Background: an optimization exercise with open tools, aiming at small area, a short achievable clock period and few clock cycles. Do not read the settings as production practice. Function was checked by simulation only, so behaviour that the tests miss may differ from the original. No activity file was given, so power comes from the tool's default toggle rates.

==> module cpu, before the edit <==
module cpu #(
    parameter int rob_depth = 8
) (
    input  logic                        clk,
    input  logic                        rst,
    input  logic [cpu_pkg::instr_w-1:0] instr,
    input  logic                        instr_valid,
    input  logic [15:0]                 sw,
    output logic                        stall,
    output cpu_pkg::data_t              led,
    output logic                        retire_valid,
    output cpu_pkg::reg_addr_t          retire_rd,
    output cpu_pkg::data_t              retire_value,
    output logic                        retire_write
);
    logic [3:0] op;
    logic       accept, halted;
    logic       uses1, uses2;
    assign op    = instr[15:12];
    assign uses2 = ((op != 4'd0) && (op <= 4'd7)) || (op == 4'd9);
    assign uses1 = uses2 || (op == 4'd11);
    cpu_pkg::data_t regs [cpu_pkg::reg_count];
    logic           d_valid, d_wait, d_write, d_mul;
    logic [3:0]     d_op, d_rd, d_rs1, d_rs2;
    logic           d_go;
    logic           f1_x1, f1_x2, f2_x1, f2_x2;
    logic           x1_valid, x1_write, x1_out, x1_mul;
    logic [3:0]     x1_rd;
    logic           x1_add, x1_sub, x1_and, x1_or, x1_xor, x1_shl, x1_shr, x1_ldi, x1_pass;
    cpu_pkg::data_t sum, dif;
    cpu_pkg::data_t x1_a, x1_b;
    cpu_pkg::data_t alu, mul_r0, mul_r1, mul_r2;
    logic           x2_valid, x2_write, x2_out;
    logic [3:0]     x2_rd;
    cpu_pkg::data_t x2_s, x2_c, x2_e, csa_s, csa_c, result;
    logic           r_valid, r_write, r_out;
    logic [3:0]     r_rd;
    cpu_pkg::data_t r_value;
    assign stall  = halted || d_wait;
    assign accept = instr_valid && !stall && !rst;
    assign d_go   = d_valid && !d_wait;
    always_ff @(posedge clk) begin
        if (rst) begin
            halted   <= 1'b0;
            d_valid  <= 1'b0;
            d_wait   <= 1'b0;
            x1_valid <= 1'b0;
            x2_valid <= 1'b0;
            r_valid  <= 1'b0;
            led      <= 8'd0;
        end else begin
            if (accept && (op == 4'd15)) halted <= 1'b1;
            if (!d_wait) d_valid <= accept;
            d_wait   <= accept && d_valid && d_mul &&
                        ((uses1 && (d_rd == instr[7:4])) || (uses2 && (d_rd == instr[3:0])));
            x1_valid <= d_go;
            x2_valid <= x1_valid;
            r_valid  <= x2_valid;
            if (r_valid && r_out) led <= r_value;
        end
    end
    always_ff @(posedge clk) begin
        if (!d_wait) begin
            d_op    <= op;
            d_rd    <= instr[11:8];
            d_rs1   <= instr[7:4];
            d_rs2   <= instr[3:0];
            d_write <= (op != 4'd0) && (op <= 4'd10);
            d_mul   <= (op == 4'd9);
        end
    end
    assign f1_x1 = x1_valid && x1_write && (x1_rd == d_rs1);
    assign f2_x1 = x1_valid && x1_write && (x1_rd == d_rs2);
    assign f1_x2 = x2_valid && x2_write && (x2_rd == d_rs1);
    assign f2_x2 = x2_valid && x2_write && (x2_rd == d_rs2);
    always_ff @(posedge clk) begin
        x1_add   <= (d_op == 4'd1);
        x1_sub   <= (d_op == 4'd2);
        x1_and   <= (d_op == 4'd3);
        x1_or    <= (d_op == 4'd4);
        x1_xor   <= (d_op == 4'd5);
        x1_shl   <= (d_op == 4'd6);
        x1_shr   <= (d_op == 4'd7);
        x1_ldi   <= (d_op == 4'd8);
        x1_pass  <= (d_op == 4'd0) || (d_op >= 4'd10);
        x1_rd    <= d_rd;
        x1_write <= d_write;
        x1_out   <= (d_op == 4'd11);
        x1_mul   <= d_mul;
        if (d_op == 4'd10)  x1_a <= sw[7:0];
        else if (f1_x1)     x1_a <= alu;
        else if (f1_x2)     x1_a <= result;
        else                x1_a <= regs[d_rs1];
        if (d_op == 4'd8)   x1_b <= {d_rs1, d_rs2};
        else if (f2_x1)     x1_b <= alu;
        else if (f2_x2)     x1_b <= result;
        else                x1_b <= regs[d_rs2];
    end
    assign sum = x1_a + x1_b;
    assign dif = x1_a - x1_b;
    assign alu = ({8{x1_add}}  & sum) |
                 ({8{x1_sub}}  & dif) |
                 ({8{x1_and}}  & (x1_a & x1_b)) |
                 ({8{x1_or}}   & (x1_a | x1_b)) |
                 ({8{x1_xor}}  & (x1_a ^ x1_b)) |
                 ({8{x1_shl}}  & (x1_a << x1_b[2:0])) |
                 ({8{x1_shr}}  & (x1_a >> x1_b[2:0])) |
                 ({8{x1_ldi}}  & x1_b) |
                 ({8{x1_pass}} & x1_a);
    mult_unit mul_inst (.a(x1_a), .b(x1_b), .r0(mul_r0), .r1(mul_r1), .r2(mul_r2));
    always_ff @(posedge clk) begin
        x2_s     <= x1_mul ? mul_r0 : alu;
        x2_c     <= x1_mul ? mul_r1 : 8'd0;
        x2_e     <= x1_mul ? mul_r2 : 8'd0;
        x2_rd    <= x1_rd;
        x2_write <= x1_write;
        x2_out   <= x1_out;
    end
    assign csa_s  = x2_s ^ x2_c ^ x2_e;
    assign csa_c  = {(x2_s[6:0] & x2_c[6:0]) | (x2_s[6:0] & x2_e[6:0]) | (x2_c[6:0] & x2_e[6:0]), 1'b0};
    assign result = csa_s + csa_c;
    always_ff @(posedge clk) begin
        for (int i = 0; i < cpu_pkg::reg_count; i++) begin
            if (rst || (x2_valid && x2_write && (x2_rd == 4'(i)))) begin
                regs[i] <= rst ? 8'd0 : result;
            end
        end
    end
    always_ff @(posedge clk) begin
        r_value <= result;
        r_rd    <= x2_rd;
        r_write <= x2_write;
        r_out   <= x2_out;
    end
    assign retire_valid = r_valid;
    assign retire_rd    = r_rd;
    assign retire_value = r_value;
    assign retire_write = r_write;
endmodule
==> flow/config.mk <==
export PLATFORM = sky130hd
export DESIGN_NAME = cpu
export DESIGN_NICKNAME = cpu
export VERILOG_FILES = /design/flow/design.v
export SDC_FILE = /design/flow/constraint.sdc
export NUM_CORES = 4
export LEC_CHECK = 0
export ABC_AREA = 1
export CAP_MARGIN = 20
export CORE_MARGIN = 2
export CORE_UTILIZATION = 40
export SETUP_SLACK_MARGIN = 3.0
export SLEW_MARGIN = 20
==> flow/constraint.sdc <==
create_clock -name core_clock -period 5.5 [get_ports {clk}]
set_input_delay 1.1000 -clock core_clock [delete_from_list [all_inputs] [get_ports {clk}]]
set_output_delay 1.1000 -clock core_clock [all_outputs]
set_load 0.01 [all_outputs]
run.sh (not shown) runs the stock make flow with config.mk's settings and CLKGATE_MAP_FILE= SYNTH_SCRIPT=/design/flow/synth_recipe.tcl, a recipe that flattens the netlist after the stock synthesis.
Testbench counts at the start, summed over its fixed seeds: cycles 4,663.
Next try:
--- a/flow/design.v
+++ b/flow/design.v
@@ -160,4 +160,7 @@
     cpu_pkg::data_t sum, dif;
     cpu_pkg::data_t x1_a, x1_b;
+    cpu_pkg::data_t x1_ma, x1_mb;    
+    cpu_pkg::data_t next_a, next_b, other_a, other_b;
+    logic           fwd_a, fwd_b;
     cpu_pkg::data_t alu, mul_r0, mul_r1, mul_r2;
     logic           x2_valid, x2_write, x2_out;
@@ -204,4 +207,28 @@
     assign f1_x2 = x2_valid && x2_write && (x2_rd == d_rs1);
     assign f2_x2 = x2_valid && x2_write && (x2_rd == d_rs2);
+    always_comb begin
+        if (d_op == 4'd10)  other_a = sw[7:0];
+        else if (f1_x2)     other_a = result;
+        else                other_a = regs[d_rs1];
+        if (d_op == 4'd8)   other_b = {d_rs1, d_rs2};
+        else if (f2_x2)     other_b = result;
+        else                other_b = regs[d_rs2];
+    end
+    assign fwd_a = f1_x1 && (d_op != 4'd10);
+    assign fwd_b = f2_x1 && (d_op != 4'd8);
+    function automatic cpu_pkg::data_t pick(input logic f, input cpu_pkg::data_t other);
+        pick = ({8{f && x1_add}}  & sum) |
+               ({8{f && x1_sub}}  & dif) |
+               ({8{f && x1_and}}  & (x1_a & x1_b)) |
+               ({8{f && x1_or}}   & (x1_a | x1_b)) |
+               ({8{f && x1_xor}}  & (x1_a ^ x1_b)) |
+               ({8{f && x1_shl}}  & (x1_a << x1_b[2:0])) |
+               ({8{f && x1_shr}}  & (x1_a >> x1_b[2:0])) |
+               ({8{f && x1_ldi}}  & x1_b) |
+               ({8{f && x1_pass}} & x1_a) |
+               ({8{!f}}           & other);
+    endfunction
+    assign next_a = pick(fwd_a, other_a);
+    assign next_b = pick(fwd_b, other_b);
     always_ff @(posedge clk) begin
         x1_add   <= (d_op == 4'd1);
@@ -218,12 +245,8 @@
         x1_out   <= (d_op == 4'd11);
         x1_mul   <= d_mul;
-        if (d_op == 4'd10)  x1_a <= sw[7:0];
-        else if (f1_x1)     x1_a <= alu;
-        else if (f1_x2)     x1_a <= result;
-        else                x1_a <= regs[d_rs1];
-        if (d_op == 4'd8)   x1_b <= {d_rs1, d_rs2};
-        else if (f2_x1)     x1_b <= alu;
-        else if (f2_x2)     x1_b <= result;
-        else                x1_b <= regs[d_rs2];
+        x1_a     <= next_a;
+        x1_b     <= next_b;
+        x1_ma    <= next_a;
+        x1_mb    <= next_b;
     end
     assign sum = x1_a + x1_b;
@@ -238,5 +261,5 @@
                  ({8{x1_ldi}}  & x1_b) |
                  ({8{x1_pass}} & x1_a);
-    mult_unit mul_inst (.a(x1_a), .b(x1_b), .r0(mul_r0), .r1(mul_r1), .r2(mul_r2));
+    mult_unit mul_inst (.a(x1_ma), .b(x1_mb), .r0(mul_r0), .r1(mul_r1), .r2(mul_r2));
     always_ff @(posedge clk) begin
         x2_s     <= x1_mul ? mul_r0 : alu;
What happened: The changed run ran to the end with no violations. Wire length went down by about 4.4%. Worst hold slack gets better by 0.0035 ns. Total power went down by 3.8%. Global-route usage went down by 2.1 points. Clock-buffer cell count went down by 4.
Testbench counts after the change, summed over its fixed seeds: cycles 4,663.

* * *

## lane 3
The RTL this note starts from:
==> flow/design.v <==
package cpu_pkg;
    localparam int data_w    = 8;
    localparam int instr_w   = 16;
    localparam int reg_count = 16;
    localparam int op_lsb  = 12;
    localparam int rd_lsb  = 8;
    localparam int rs1_lsb = 4;
    localparam int rs2_lsb = 0;
    typedef logic [3:0]        reg_addr_t;
    typedef logic [data_w-1:0] data_t;
    typedef enum logic [3:0] {
        op_nop  = 4'd0,
        op_add  = 4'd1,
        op_sub  = 4'd2,
        op_and  = 4'd3,
        op_or   = 4'd4,
        op_xor  = 4'd5,
        op_shl  = 4'd6,
        op_shr  = 4'd7,
        op_ldi  = 4'd8,
        op_mul  = 4'd9,
        op_in   = 4'd10,
        op_out  = 4'd11,
        op_halt = 4'd15
    } opcode_t;
    typedef enum logic {
        unit_alu,
        unit_mul
    } unit_t;
endpackage
module mult_unit (
    input  logic [7:0] a,
    input  logic [7:0] b,
    output logic [7:0] r0,
    output logic [7:0] r1,
    output logic [7:0] r2
);
    logic pp0_0, pp0_1, pp1_0, pp0_2, pp1_1, pp2_0, pp0_3, pp1_2, pp2_1, pp3_0, pp0_4, pp1_3, pp2_2, pp3_1, pp4_0, pp0_5, pp1_4, pp2_3, pp3_2, pp4_1, pp5_0, pp0_6, pp1_5, pp2_4, pp3_3, pp4_2, pp5_1, pp6_0, pp0_7, pp1_6, pp2_5, pp3_4, pp4_3, pp5_2, pp6_1, pp7_0;
    logic hs1, hc2, fs3, fc4, hs5, hc6, hs7, hc8, fs9, fc10, hs11, hc12, fs13, fc14, fs15, fc16, fs17, fc18, fs19, fc20, hs21, hc22, fs23, fc24, fs25, fc26, fs27, fc28, fs29, fc30;
    assign pp0_0 = a[0] & b[0];
    assign pp0_1 = a[0] & b[1];
    assign pp1_0 = a[1] & b[0];
    assign pp0_2 = a[0] & b[2];
    assign pp1_1 = a[1] & b[1];
    assign pp2_0 = a[2] & b[0];
    assign pp0_3 = a[0] & b[3];
    assign pp1_2 = a[1] & b[2];
    assign pp2_1 = a[2] & b[1];
    assign pp3_0 = a[3] & b[0];
    assign pp0_4 = a[0] & b[4];
    assign pp1_3 = a[1] & b[3];
    assign pp2_2 = a[2] & b[2];
    assign pp3_1 = a[3] & b[1];
    assign pp4_0 = a[4] & b[0];
    assign pp0_5 = a[0] & b[5];
    assign pp1_4 = a[1] & b[4];
    assign pp2_3 = a[2] & b[3];
    assign pp3_2 = a[3] & b[2];
    assign pp4_1 = a[4] & b[1];
    assign pp5_0 = a[5] & b[0];
    assign pp0_6 = a[0] & b[6];
    assign pp1_5 = a[1] & b[5];
    assign pp2_4 = a[2] & b[4];
    assign pp3_3 = a[3] & b[3];
    assign pp4_2 = a[4] & b[2];
    assign pp5_1 = a[5] & b[1];
    assign pp6_0 = a[6] & b[0];
    assign pp0_7 = a[0] & b[7];
    assign pp1_6 = a[1] & b[6];
    assign pp2_5 = a[2] & b[5];
    assign pp3_4 = a[3] & b[4];
    assign pp4_3 = a[4] & b[3];
    assign pp5_2 = a[5] & b[2];
    assign pp6_1 = a[6] & b[1];
    assign pp7_0 = a[7] & b[0];
    assign hs1 = pp0_6 ^ pp1_5;
    assign hc2 = pp0_6 & pp1_5;
    assign fs3 = pp0_7 ^ pp1_6 ^ pp2_5;
    assign fc4 = (pp0_7 & pp1_6) | (pp0_7 & pp2_5) | (pp1_6 & pp2_5);
    assign hs5 = pp3_4 ^ pp4_3;
    assign hc6 = pp3_4 & pp4_3;
    assign hs7 = pp0_4 ^ pp1_3;
    assign hc8 = pp0_4 & pp1_3;
    assign fs9 = pp0_5 ^ pp1_4 ^ pp2_3;
    assign fc10 = (pp0_5 & pp1_4) | (pp0_5 & pp2_3) | (pp1_4 & pp2_3);
    assign hs11 = pp3_2 ^ pp4_1;
    assign hc12 = pp3_2 & pp4_1;
    assign fs13 = hs1 ^ pp2_4 ^ pp3_3;
    assign fc14 = (hs1 & pp2_4) | (hs1 & pp3_3) | (pp2_4 & pp3_3);
    assign fs15 = pp4_2 ^ pp5_1 ^ pp6_0;
    assign fc16 = (pp4_2 & pp5_1) | (pp4_2 & pp6_0) | (pp5_1 & pp6_0);
    assign fs17 = hc2 ^ fs3 ^ hs5;
    assign fc18 = (hc2 & fs3) | (hc2 & hs5) | (fs3 & hs5);
    assign fs19 = pp5_2 ^ pp6_1 ^ pp7_0;
    assign fc20 = (pp5_2 & pp6_1) | (pp5_2 & pp7_0) | (pp6_1 & pp7_0);
    assign hs21 = pp0_3 ^ pp1_2;
    assign hc22 = pp0_3 & pp1_2;
    assign fs23 = hs7 ^ pp2_2 ^ pp3_1;
    assign fc24 = (hs7 & pp2_2) | (hs7 & pp3_1) | (pp2_2 & pp3_1);
    assign fs25 = hc8 ^ fs9 ^ hs11;
    assign fc26 = (hc8 & fs9) | (hc8 & hs11) | (fs9 & hs11);
    assign fs27 = fc10 ^ hc12 ^ fs13;
    assign fc28 = (fc10 & hc12) | (fc10 & fs13) | (hc12 & fs13);
    assign fs29 = fc14 ^ fc16 ^ fs17;
    assign fc30 = (fc14 & fc16) | (fc14 & fs17) | (fc16 & fs17);
    assign r0[0] = pp0_0;
    assign r1[0] = 1'b0;
    assign r2[0] = 1'b0;
    assign r0[1] = pp0_1;
    assign r1[1] = pp1_0;
    assign r2[1] = 1'b0;
    assign r0[2] = pp0_2;
    assign r1[2] = pp1_1;
    assign r2[2] = pp2_0;
    assign r0[3] = hs21;
    assign r1[3] = pp2_1;
    assign r2[3] = pp3_0;
    assign r0[4] = hc22;
    assign r1[4] = fs23;
    assign r2[4] = pp4_0;
    assign r0[5] = fc24;
    assign r1[5] = fs25;
    assign r2[5] = pp5_0;
    assign r0[6] = fc26;
    assign r1[6] = fs27;
    assign r2[6] = fs15;
    assign r0[7] = fc28;
    assign r1[7] = fs29;
    assign r2[7] = fs19;
endmodule
module cpu #(
    parameter int rob_depth = 8
) (
    input  logic                        clk,
    input  logic                        rst,
    input  logic [cpu_pkg::instr_w-1:0] instr,
    input  logic                        instr_valid,
    input  logic [15:0]                 sw,
    output logic                        stall,
    output cpu_pkg::data_t              led,
    output logic                        retire_valid,
    output cpu_pkg::reg_addr_t          retire_rd,
    output cpu_pkg::data_t              retire_value,
    output logic                        retire_write
);
    logic [3:0] op;
    logic       accept, halted;
    logic       uses1, uses2;
    assign op    = instr[15:12];
    assign uses2 = ((op != 4'd0) && (op <= 4'd7)) || (op == 4'd9);
    assign uses1 = uses2 || (op == 4'd11);
    cpu_pkg::data_t regs [cpu_pkg::reg_count];
    logic           d_valid, d_wait, d_write, d_mul;
    logic [3:0]     d_op, d_rd, d_rs1, d_rs2;
    logic           d_go;
    logic           f1_x1, f1_x2, f2_x1, f2_x2, f1_r, f2_r;
    logic           x1_valid, x1_write, x1_out, x1_mul;
    logic [3:0]     x1_rd;
    logic           x1_add, x1_sub, x1_and, x1_or, x1_xor, x1_shl, x1_shr, x1_ldi, x1_pass;
    cpu_pkg::data_t sum, dif;
    cpu_pkg::data_t x1_a, x1_b;
    cpu_pkg::data_t x1_ma, x1_mb;    
    cpu_pkg::data_t next_a, next_b, other_a, other_b;
    logic           fwd_a, fwd_b;
    cpu_pkg::data_t alu, mul_r0, mul_r1, mul_r2;
    logic           x2_valid, x2_write, x2_out;
    logic [3:0]     x2_rd;
    cpu_pkg::data_t x2_s, x2_c, x2_e, csa_s, csa_c, result;
    logic           r_valid, r_write, r_out;
    logic [3:0]     r_rd;
    cpu_pkg::data_t r_value;
    assign stall  = halted || d_wait;
    assign accept = instr_valid && !stall && !rst;
    assign d_go   = d_valid && !d_wait;
    assign d_write = (d_op != 4'd0) && (d_op <= 4'd10);
    assign d_mul   = (d_op == 4'd9);
    always_ff @(posedge clk) begin
        if (rst) begin
            halted   <= 1'b0;
            d_valid  <= 1'b0;
            d_wait   <= 1'b0;
            x1_valid <= 1'b0;
            x2_valid <= 1'b0;
            r_valid  <= 1'b0;
            led      <= 8'd0;
        end else begin
            if (accept && (op == 4'd15)) halted <= 1'b1;
            if (!d_wait) d_valid <= accept;
            d_wait   <= accept && d_valid && d_mul &&
                        ((uses1 && (d_rd == instr[7:4])) || (uses2 && (d_rd == instr[3:0])));
            x1_valid <= d_go;
            x2_valid <= x1_valid;
            r_valid  <= x2_valid;
            if (r_valid && r_out) led <= r_value;
        end
    end
    always_ff @(posedge clk) begin
        if (!d_wait) begin
            d_op    <= op;
            d_rd    <= instr[11:8];
            d_rs1   <= instr[7:4];
            d_rs2   <= instr[3:0];
        end
    end
    assign f1_x1 = x1_valid && x1_write && (x1_rd == d_rs1);
    assign f2_x1 = x1_valid && x1_write && (x1_rd == d_rs2);
    assign f1_x2 = x2_valid && x2_write && (x2_rd == d_rs1);
    assign f2_x2 = x2_valid && x2_write && (x2_rd == d_rs2);
    assign f1_r  = r_valid && r_write && (r_rd == d_rs1);
    assign f2_r  = r_valid && r_write && (r_rd == d_rs2);
    always_comb begin
        if (d_op == 4'd10)  other_a = sw[7:0];
        else if (f1_x2)     other_a = result;
        else if (f1_r)      other_a = r_value;
        else                other_a = regs[d_rs1];
        if (d_op == 4'd8)   other_b = {d_rs1, d_rs2};
        else if (f2_x2)     other_b = result;
        else if (f2_r)      other_b = r_value;
        else                other_b = regs[d_rs2];
    end
    assign fwd_a = f1_x1 && (d_op != 4'd10);
    assign fwd_b = f2_x1 && (d_op != 4'd8);
    function automatic cpu_pkg::data_t pick(input logic f, input cpu_pkg::data_t other);
        pick = ({8{f && x1_add}}  & sum) |
               ({8{f && x1_sub}}  & dif) |
               ({8{f && x1_and}}  & (x1_a & x1_b)) |
               ({8{f && x1_or}}   & (x1_a | x1_b)) |
               ({8{f && x1_xor}}  & (x1_a ^ x1_b)) |
               ({8{f && x1_shl}}  & (x1_a << x1_b[2:0])) |
               ({8{f && x1_shr}}  & (x1_a >> x1_b[2:0])) |
               ({8{f && x1_ldi}}  & x1_b) |
               ({8{f && x1_pass}} & x1_a) |
               ({8{!f}}           & other);
    endfunction
    assign next_a = pick(fwd_a, other_a);
    assign next_b = pick(fwd_b, other_b);
    always_ff @(posedge clk) begin
        x1_add   <= (d_op == 4'd1);
        x1_sub   <= (d_op == 4'd2);
        x1_and   <= (d_op == 4'd3);
        x1_or    <= (d_op == 4'd4);
        x1_xor   <= (d_op == 4'd5);
        x1_shl   <= (d_op == 4'd6);
        x1_shr   <= (d_op == 4'd7);
        x1_ldi   <= (d_op == 4'd8);
        x1_pass  <= (d_op == 4'd0) || (d_op >= 4'd10);
        x1_rd    <= d_rd;
        x1_write <= d_write;
        x1_out   <= (d_op == 4'd11);
        x1_mul   <= d_mul;
        x1_a     <= next_a;
        x1_b     <= next_b;
        x1_ma    <= next_a;
        x1_mb    <= next_b;
    end
    assign sum = x1_a + x1_b;
    assign dif = x1_a - x1_b;
    assign alu = ({8{x1_add}}  & sum) |
                 ({8{x1_sub}}  & dif) |
                 ({8{x1_and}}  & (x1_a & x1_b)) |
                 ({8{x1_or}}   & (x1_a | x1_b)) |
                 ({8{x1_xor}}  & (x1_a ^ x1_b)) |
                 ({8{x1_shl}}  & (x1_a << x1_b[2:0])) |
                 ({8{x1_shr}}  & (x1_a >> x1_b[2:0])) |
                 ({8{x1_ldi}}  & x1_b) |
                 ({8{x1_pass}} & x1_a);
    mult_unit mul_inst (.a(x1_ma), .b(x1_mb), .r0(mul_r0), .r1(mul_r1), .r2(mul_r2));
    always_ff @(posedge clk) begin
        x2_s     <= x1_mul ? mul_r0 : alu;
        x2_c     <= x1_mul ? mul_r1 : 8'd0;
        x2_e     <= x1_mul ? mul_r2 : 8'd0;
        x2_rd    <= x1_rd;
        x2_write <= x1_write;
        x2_out   <= x1_out;
    end
    assign csa_s  = x2_s ^ x2_c ^ x2_e;
    assign csa_c  = {(x2_s[6:0] & x2_c[6:0]) | (x2_s[6:0] & x2_e[6:0]) | (x2_c[6:0] & x2_e[6:0]), 1'b0};
    assign result = csa_s + csa_c;
    always_ff @(posedge clk) begin
        for (int i = 0; i < cpu_pkg::reg_count; i++) begin
            if (rst || (r_valid && r_write && (r_rd == 4'(i)))) begin
                regs[i] <= rst ? 8'd0 : r_value;
            end
        end
    end
    always_ff @(posedge clk) begin
        r_value <= result;
        r_rd    <= x2_rd;
        r_write <= x2_write;
        r_out   <= x2_out;
    end
    assign retire_valid = r_valid;
    assign retire_rd    = r_rd;
    assign retire_value = r_value;
    assign retire_write = r_write;
endmodule
Settings: LEC_CHECK=0, ABC_AREA=1, CAP_MARGIN=20, CORE_MARGIN=2, CORE_UTILIZATION=40, SETUP_SLACK_MARGIN=3.2, SLEW_MARGIN=20; clock period 5.5 ns.
Having completed the whole flow, lane 3 delivered a layout that passed the timing, DRC and antenna checks.
Testbench counts of lane 3, summed over its fixed seeds: cycles 4,663.
> inputs changed (lane 3 -> lane 4)
--- a/flow/design.v
+++ b/flow/design.v
@@ -173,6 +173,4 @@
     assign accept = instr_valid && !stall && !rst;
     assign d_go   = d_valid && !d_wait;
-    assign d_write = (d_op != 4'd0) && (d_op <= 4'd10);
-    assign d_mul   = (d_op == 4'd9);
     always_ff @(posedge clk) begin
         if (rst) begin
@@ -201,4 +199,6 @@
             d_rs1   <= instr[7:4];
             d_rs2   <= instr[3:0];
+            d_write <= (op != 4'd0) && (op <= 4'd10);
+            d_mul   <= (op == 4'd9);
         end
     end
Results
On design area, lane 4 tracks lane 3 almost exactly. Lane 3 reports its uppermost layer routed as met5 while lane 4 reports met4. The worst hold margin of lane 4 was inferior to that of lane 3. On endpoint required time on the critical path, lane 3 and lane 4 are basically level. Diff lane 3 -> lane 4: global-route usage lower; wire length reported by the detailed router lower; number of fill cells in the layout higher; first-pass GRT wire length lower; via count higher. Worst setup slack: lane 3 vs lane 4, no meaningful difference. Going from lane 3 to lane 4, final-report setup violation count level, XOR/XNOR share of the synthesized area ~0 delta. The iteration-0 DRC count of the detailed router in lane 4 is 1.07 times that in lane 3.
Testbench counts of lane 4, summed over its fixed seeds: cycles 4,663.

==> afterwards: timing with drivers on the ports <==
No port has a modelled driver above. Below, the same layouts with a new extraction and two added sets of constraints.
Step 1: set_driving_cell puts a clkbuf_16 on clk and a buf_2 on each other input, an assumption about the parent block.
Step 2, shift: input delay + t, output delay - t, t = (earliest + latest rising clock arrival at the registers) / 2. This alone moves slack from input paths to output paths.
Three values: ideal ports, drivers, drivers and shift; two values: the first two.
run | t, ns | setup WS [ns] | worst setup path at the end | worst data-port slew with drivers (ns) | pins driven straight from the clock port
the first run of note 1 | 0.603 | 2.831 / 2.856 / 2.253 | input to register | 0.05 | 1
the second run of note 1 | 0.584 | 3.051 / 3.001 / 2.650 | input to register | 0.04 | 1
lane 3 | 0.601 | 3.228 / 3.176 / 2.685 | input to register | 0.05 | 1
lane 4 | 0.601 | 3.227 / 3.177 / 2.662 | input to register | 0.04 | 1
After both steps every run listed still meets setup and hold. For the first run of note 1, which loses most, drivers alone change the setup slack by +0.025 ns; drivers and shift together by -0.578 ns.
